Background: an optimization exercise with open tools, aiming at small area. Do not read the settings as production practice.
Function was checked by simulation only, so behaviour that the tests miss may differ from the original.
No driver is modelled on the clock port, so clocking that relies on it looks cheaper here than on a real chip.
Power and IR drop assume default switching activity.

==> flow/design.v <==
module decode_writeback #(
    parameter logic [63:0] RSP_RESET = 64'h0000_0000_0000_0200
) (
    input  logic         clock,
    input  logic         reset,
    input  logic [3:0]   icode,
    input  logic [3:0]   rA,
    input  logic [3:0]   rB,
    input  logic         halt_in,
    input  logic         cnd,
    input  logic [63:0]  valE,
    input  logic [63:0]  valM,
    output logic [3:0]   srcA,
    output logic [3:0]   srcB,
    output logic [3:0]   dstE,
    output logic [3:0]   dstM,
    output logic [63:0]  valA,
    output logic [63:0]  valB,
    output logic [1:0]   stat
);
    localparam logic [3:0] RegNone = 4'hF;
    localparam logic [3:0] RegRsp  = 4'h4;
    localparam logic [3:0] IHalt  = 4'h0;
    localparam logic [3:0] ICmov  = 4'h2;
    localparam logic [3:0] IIrmov = 4'h3;
    localparam logic [3:0] IRmmov = 4'h4;
    localparam logic [3:0] IMrmov = 4'h5;
    localparam logic [3:0] IOp    = 4'h6;
    localparam logic [3:0] ICall  = 4'h8;
    localparam logic [3:0] IRet   = 4'h9;
    localparam logic [3:0] IPush  = 4'hA;
    localparam logic [3:0] IPop   = 4'hB;
    logic [1:0]  statReg;
    logic [1:0]  nextStat;
    logic        commit;
    logic [63:0] regs [0:14];
    always_comb begin
        srcA = RegNone;
        srcB = RegNone;
        dstE = RegNone;
        dstM = RegNone;
        case (icode)
            ICmov:  begin srcA = rA; dstE = cnd ? rB : RegNone; end
            IIrmov: begin dstE = rB; end
            IRmmov: begin srcA = rA; srcB = rB; end
            IMrmov: begin srcB = rB; dstM = rA; end
            IOp:    begin srcA = rA; srcB = rB; dstE = rB; end
            ICall:  begin srcB = RegRsp; dstE = RegRsp; end
            IRet:   begin srcA = RegRsp; srcB = RegRsp; dstE = RegRsp; end
            IPush:  begin srcA = rA; srcB = RegRsp; dstE = RegRsp; end
            IPop:   begin srcA = RegRsp; srcB = RegRsp; dstE = RegRsp; dstM = rA; end
            default: ;
        endcase
    end
    logic [14:0] selA, selB;
    always_comb begin
        for (int r = 0; r < 15; r++) begin
            selA[r] = (srcA == 4'(r));
            selB[r] = (srcB == 4'(r));
        end
    end
    for (genvar b = 0; b < 64; b++) begin : gRead
        logic [14:0] col;
        for (genvar r = 0; r < 15; r++) begin : gCol
            assign col[r] = regs[r][b];
        end
        dw_read15 uRdA (.d(col), .s(selA), .y(valA[b]));
        dw_read15 uRdB (.d(col), .s(selB), .y(valB[b]));
    end
    always_comb begin
        nextStat = statReg;
        if (statReg == 2'b00) begin
            if (icode > 4'hB)
                nextStat = 2'b10;
            else if (halt_in || icode == IHalt)
                nextStat = 2'b01;
        end
    end
    assign commit = (statReg == 2'b00) && (nextStat == 2'b00);
    assign stat   = statReg;
    always_ff @(posedge clock) begin
        if (reset)
            statReg <= 2'b00;
        else
            statReg <= nextStat;
    end
    logic [63:0] wData;
    assign wData = (dstM != RegNone) ? valM : valE;
    logic [14:0] wrE, wrM, ld, hold, ldE, ldM;
    always_comb begin
        for (int r = 0; r < 15; r++) begin
            wrE[r]  = commit && (dstE == 4'(r));
            wrM[r]  = commit && (dstM == 4'(r));
            ld[r]   = !reset && (wrE[r] || wrM[r]);
            hold[r] = !reset && !(wrE[r] || wrM[r]);
            ldM[r]  = !reset && wrM[r];
            ldE[r]  = !reset && wrE[r] && !wrM[r];
        end
    end
    logic [63:0] nxt [0:14];
    for (genvar r = 0; r < 15; r++) begin : gReg
        for (genvar b = 0; b < 64; b++) begin : gBit
            if (r == 4 && RSP_RESET[b]) begin : gRspOne
                dw_ao2221 uNx (.a1(regs[r][b]), .a2(hold[r]), .b1(valE[b]), .b2(ldE[r]),
                               .c1(valM[b]), .c2(ldM[r]), .d(reset), .x(nxt[r][b]));
            end else if (r == 4) begin : gRsp
                dw_ao222 uNx (.a1(regs[r][b]), .a2(hold[r]), .b1(valE[b]), .b2(ldE[r]),
                              .c1(valM[b]), .c2(ldM[r]), .x(nxt[r][b]));
            end else begin : gGen
                dw_ao22 uNx (.a1(regs[r][b]), .a2(hold[r]), .b1(wData[b]), .b2(ld[r]),
                             .x(nxt[r][b]));
            end
        end
    end
    always_ff @(posedge clock) begin
        for (int r = 0; r < 15; r++)
            regs[r] <= nxt[r];
    end
endmodule
module dw_ao22 (
    input  logic a1, a2, b1, b2,
    output logic x
);
    assign x = (a1 & a2) | (b1 & b2);
endmodule
module dw_ao222 (
    input  logic a1, a2, b1, b2, c1, c2,
    output logic x
);
    assign x = (a1 & a2) | (b1 & b2) | (c1 & c2);
endmodule
module dw_ao2221 (
    input  logic a1, a2, b1, b2, c1, c2, d,
    output logic x
);
    assign x = (a1 & a2) | (b1 & b2) | (c1 & c2) | d;
endmodule
module dw_aoi222 (
    input  logic a1, a2, b1, b2, c1, c2,
    output logic y
);
    assign y = ~((a1 & a2) | (b1 & b2) | (c1 & c2));
endmodule
module dw_nand5 (
    input  logic a, b, c, d, e,
    output logic y
);
    assign y = ~(a & b & c & d & e);
endmodule
module dw_read15 (
    input  logic [14:0] d,
    input  logic [14:0] s,
    output logic        y
);
    logic [4:0] n;
    for (genvar g = 0; g < 5; g++) begin : gGrp
        dw_aoi222 uG (.a1(d[3*g]), .a2(s[3*g]), .b1(d[3*g+1]), .b2(s[3*g+1]),
                      .c1(d[3*g+2]), .c2(s[3*g+2]), .y(n[g]));
    end
    dw_nand5 uOr (.a(n[0]), .b(n[1]), .c(n[2]), .d(n[3]), .e(n[4]), .y(y));
endmodule
==> flow/config.mk <==
export PLATFORM = sky130hd
export DESIGN_NAME = decode_writeback
export DESIGN_NICKNAME = decode_writeback
export VERILOG_FILES = /design/flow/design.v
export SDC_FILE = /design/flow/constraint.sdc
export NUM_CORES = 4
export LEC_CHECK = 0
export CAP_MARGIN = 20
export CORE_MARGIN = 2
export CORE_UTILIZATION = 45
export PLACE_DENSITY = 0.65
export SLEW_MARGIN = 20
export SYNTH_HIERARCHICAL = 1
export SYNTH_MINIMUM_KEEP_SIZE = 0
==> flow/constraint.sdc <==
create_clock -name core_clock -period 8.0 [get_ports {clock}]
set_input_delay 1.6000 -clock core_clock [delete_from_list [all_inputs] [get_ports {clock}]]
set_output_delay 1.6000 -clock core_clock [all_outputs]
set_load 0.01 [all_outputs]
standard.sh (not shown) runs the stock make flow with config.mk's settings and CLKGATE_MAP_FILE= SYNTH_SCRIPT=/design/flow/synth_recipe.tcl, a recipe that flattens the netlist after the stock synthesis.
==> flow/flow/run.sh <==
#!/bin/bash
# Standard ORFS layout (the standard.sh, unchanged synthesis) with:
#  - port buffers of the smallest buffer cell,
#  - a clock tree of clkbuf_4 cells without dummy loads,
#  - no timing-driven upsizing at floorplan (before placement, wires unknown).
set -e
export BUFFER_PORTS_ARGS="-buffer_cell sky130_fd_sc_hd__buf_1"
export CTS_ARGS="-sink_clustering_enable -repair_clock_nets -dont_use_dummy_load -buf_list sky130_fd_sc_hd__clkbuf_4"
export REMOVE_ABC_BUFFERS=1
bash standard.sh > standard.log 2>&1
Then changed:
==> flow/flow/run.sh (replaced) <==
#!/bin/bash
# Standard ORFS layout (the standard.sh, unchanged synthesis) with:
#  - port buffers of the smallest buffer cell,
#  - a clock tree of clkbuf_2 cells without dummy loads,
#  - an area-recovery sizing pass after CTS.
set -e
export BUFFER_PORTS_ARGS="-buffer_cell sky130_fd_sc_hd__buf_1"
export CTS_ARGS="-sink_clustering_enable -repair_clock_nets -dont_use_dummy_load -buf_list sky130_fd_sc_hd__clkbuf_2"
export POST_CTS_TCL="$PWD/flow/post_cts.tcl"
bash standard.sh > standard.log 2>&1
==> flow/flow/post_cts.tcl (new file) <==
# Downsize cells off the critical paths to recover area.
estimate_parasitics -placement
repair_timing -recover_power 100
detailed_placement
check_placement -verbose
After rerunning:
- cell count is about the same
- synthesized area does not change
- sequential power barely changes
- die area is unchanged
- non-clock buffer count went up by 2
- maximum frequency went down by 6.6%
- clock skew went down by 0.0085 ns
- clock-buffer cell count went down by 3
- sequential share of layout area went up by 0.63 points
- setup slack is worse by 0.47 ns
- hold slack is worse by 0.24 ns
Then changed:
==> flow/flow/run.sh (replaced) <==
#!/bin/bash
# Standard ORFS layout (the standard.sh, unchanged synthesis) with:
#  - port buffers of the smallest buffer cell,
#  - no timing-driven upsizing at floorplan (before placement, wires unknown),
#  - a clock tree of clkbuf_4 cells on clusters of up to 24 flip-flops, without dummy
#    loads, whose leaf buffers are then upsized where their sinks' clock slew is high.
set -e
export BUFFER_PORTS_ARGS="-buffer_cell sky130_fd_sc_hd__buf_1"
export CTS_ARGS="-sink_clustering_enable -repair_clock_nets -dont_use_dummy_load -buf_list sky130_fd_sc_hd__clkbuf_4 -sink_clustering_size 24 -sink_clustering_max_diameter 60"
export REMOVE_ABC_BUFFERS=1
export POST_CTS_TCL="$PWD/flow/post_cts.tcl"
bash standard.sh > standard.log 2>&1
==> flow/flow/post_cts.tcl (replaced) <==
# Upsize clock leaf buffers whose flip-flop sinks see a clock slew above the target
# (placement parasitics), then re-legalize.
proc fix_leaves {target} {
  set sizes {sky130_fd_sc_hd__clkbuf_1 sky130_fd_sc_hd__clkbuf_2 sky130_fd_sc_hd__clkbuf_4 sky130_fd_sc_hd__clkbuf_8 sky130_fd_sc_hd__clkbuf_16}
  set tot 0
  for {set it 0} {$it < 5} {incr it} {
    estimate_parasitics -placement
    set n 0
    foreach inst [get_cells clkbuf_leaf*] {
      set out [get_pins -of_objects $inst -filter "direction==output"]
      set net [get_nets -of_objects $out]
      set mx 0
      foreach p [get_pins -of_objects $net -filter "direction==input"] {
        set sl [expr {max([get_property $p slew_max_rise],[get_property $p slew_max_fall])}]
        if {$sl > $mx} { set mx $sl }
      }
      if {$mx > $target} {
        set m [get_property [get_lib_cells -of_objects $inst] name]
        set i [lsearch $sizes $m]
        if {$i >= 0 && $i < [llength $sizes] - 1} {
          replace_cell $inst [lindex $sizes [expr {$i + 1}]]
          incr n
        }
      }
    }
    incr tot $n
    if {$n == 0} { break }
  }
  puts "fix_leaves: upsized $tot leaf buffers"
}
fix_leaves 0.09
estimate_parasitics -placement
repair_timing -hold
detailed_placement
check_placement -verbose
Settings changed: CORE_UTILIZATION 45 to 65, PLACE_DENSITY 0.65 to 0.75.
Result:
- The changed run completed with no timing, DRC or antenna violations
- area after synthesis stays the same
- sequential power stays flat
- non-clock buffer count fell by 22
- global-route usage rose by 14 points
- utilization rose by 22 points
- register-to-register slack improved by 0.18 ns
- hold slack improved by 0.26 ns
- die area fell by a quarter to a third
- setup slack improved by 0.28 ns
Then changed:
==> flow/flow/run.sh (replaced) <==
#!/bin/bash
# Standard ORFS layout (the standard.sh, unchanged synthesis) with:
#  - port buffers of the smallest buffer cell,
#  - no timing-driven upsizing at floorplan (before placement, wires unknown),
#  - a clock tree of clkbuf_4 cells on clusters of up to 12 flip-flops, without dummy
#    loads, whose leaf buffers are then upsized where their sinks' clock slew is high.
set -e
export BUFFER_PORTS_ARGS="-buffer_cell sky130_fd_sc_hd__buf_1"
export CTS_ARGS="-sink_clustering_enable -repair_clock_nets -dont_use_dummy_load -buf_list sky130_fd_sc_hd__clkbuf_4 -sink_clustering_size 12 -sink_clustering_max_diameter 35"
export REMOVE_ABC_BUFFERS=1
export POST_CTS_TCL="$PWD/flow/post_cts.tcl"
bash standard.sh > standard.log 2>&1
--- a/flow/flow/post_cts.tcl
+++ b/flow/flow/post_cts.tcl
@@ -30,3 +30,3 @@
 }
-fix_leaves 0.09
+fix_leaves 0.085
 estimate_parasitics -placement
Settings changed: CORE_UTILIZATION 65 to 55, PLACE_DENSITY 0.75 to 0.7.
Result: The changed run completed with no timing, DRC or antenna violations; critical path depth climbs by 1; sequential power barely changes; sequential share of layout area fell by 0.59 points; total power rose by a few percent; cell count went up by a few percent; maximum frequency barely changes; utilization is lower by 10 points; routed wire length grows by a few percent; cell area went up slightly; non-clock buffer count went up by 13.
Then changed:
==> flow/flow/run.sh (replaced) <==
#!/bin/bash
# Standard ORFS layout (the standard.sh, unchanged synthesis) with:
#  - port buffers of the smallest buffer cell,
#  - a clock tree of clkbuf_2 cells without dummy loads,
#  - no timing-driven upsizing at floorplan (before placement, wires unknown),
#  - ORFS's area/power recovery sizing pass after global routing.
set -e
export BUFFER_PORTS_ARGS="-buffer_cell sky130_fd_sc_hd__buf_1"
export CTS_ARGS="-sink_clustering_enable -repair_clock_nets -dont_use_dummy_load -buf_list sky130_fd_sc_hd__clkbuf_2"
export REMOVE_ABC_BUFFERS=1
export RECOVER_POWER=100
bash standard.sh > standard.log 2>&1
Settings changed: CORE_UTILIZATION 55 to 45, PLACE_DENSITY 0.7 to 0.65.
removed: flow/flow/post_cts.tcl
What happened:
- This time the run reached the layout checks and failed them: capacitance limit, slew limit
- register-to-register slack is worse by 2.3 ns
- design area barely changes
- synthesized area is unchanged
- clock power decreases by roughly a tenth
- wire length stays flat
- power is lower by a few percent
- core utilization goes down by 12 points
- critical path depth drops by 2
- non-clock buffer count climbs by 7
- clock skew rose by 0.052 ns
- global-route usage shrinks by 8.0 points
Then changed:
==> flow/flow/run.sh (replaced) <==
#!/bin/bash
# Standard ORFS layout (the standard.sh, unchanged synthesis) with:
#  - port buffers of the smallest buffer cell,
#  - a clock tree of clkbuf_4 cells without dummy loads,
#  - no timing-driven upsizing at floorplan (before placement, wires unknown),
#  - an area-recovery sizing pass after CTS, followed by slew/cap repair.
set -e
export BUFFER_PORTS_ARGS="-buffer_cell sky130_fd_sc_hd__buf_1"
export CTS_ARGS="-sink_clustering_enable -repair_clock_nets -dont_use_dummy_load -buf_list sky130_fd_sc_hd__clkbuf_4"
export REMOVE_ABC_BUFFERS=1
export POST_CTS_TCL="$PWD/flow/post_cts.tcl"
bash standard.sh > standard.log 2>&1
==> flow/flow/post_cts.tcl (new file) <==
# Downsize cells off the critical paths to recover area, then repair slew/cap.
estimate_parasitics -placement
repair_timing -setup -recover_power 100
repair_design -slew_margin 20 -cap_margin 20
detailed_placement
check_placement -verbose
Result:
- With this change the flow completed without violations
- cell count is higher slightly
- maximum frequency is higher by a little under a tenth
- final area is higher by a few percent
- sequential share of layout area is lower by 1.2 points

## afterwards: timing with drivers on the ports
The results above use ideal ports. As a check the final layouts listed here were re-extracted and re-timed, cells and wires unchanged. Step 1 sets driving cells, clkbuf_16 on the clock port and buf_2 on the other inputs (assumed; they add their load-dependent delay and slew). Step 2 moves the port delays by t, midway between the first and last clock arrival at a register: inputs arrive t later, outputs are due t later. That takes back most of the time a late clock gives input paths. Three values: ideal, step 1, step 2; two values: the first two.
| run | t (ns) | setup WS [ns] | hold WS [ns] | latest minus earliest clock arrival (ns) | worst data-port slew with drivers (ns) |
|---|---|---|---|---|---|
| the first run | 1.155 | 1.338 / 1.310 / 1.310 | 0.493 / 0.493 / 0.493 | 0.155 / 0.155 | 0.07 |
| the second run | 1.554 | 0.871 / 0.839 / 0.839 | 0.252 / 0.213 / 0.501 | 0.200 / 0.199 | 0.06 |
| the third run | 1.104 | 1.149 / 1.124 / 1.124 | 0.515 / 0.515 / 0.515 | 0.091 / 0.091 | 0.05 |
| the fourth run | 1.114 | 1.142 / 1.116 / 1.116 | 0.502 / 0.502 / 0.502 | 0.132 / 0.132 | 0.05 |
| the fifth run | 1.476 | 0.419 / 0.457 / -1.019 | 0.312 / 0.275 / 0.491 | 0.206 / 0.206 | 0.07 |
| the sixth run | 1.147 | 1.030 / 1.004 / 1.004 | 0.491 / 0.491 / 0.491 | 0.179 / 0.179 | 0.07 |
For the fifth run, which loses most, drivers alone change the setup slack by +0.038 ns; drivers and shift together by -1.438 ns.
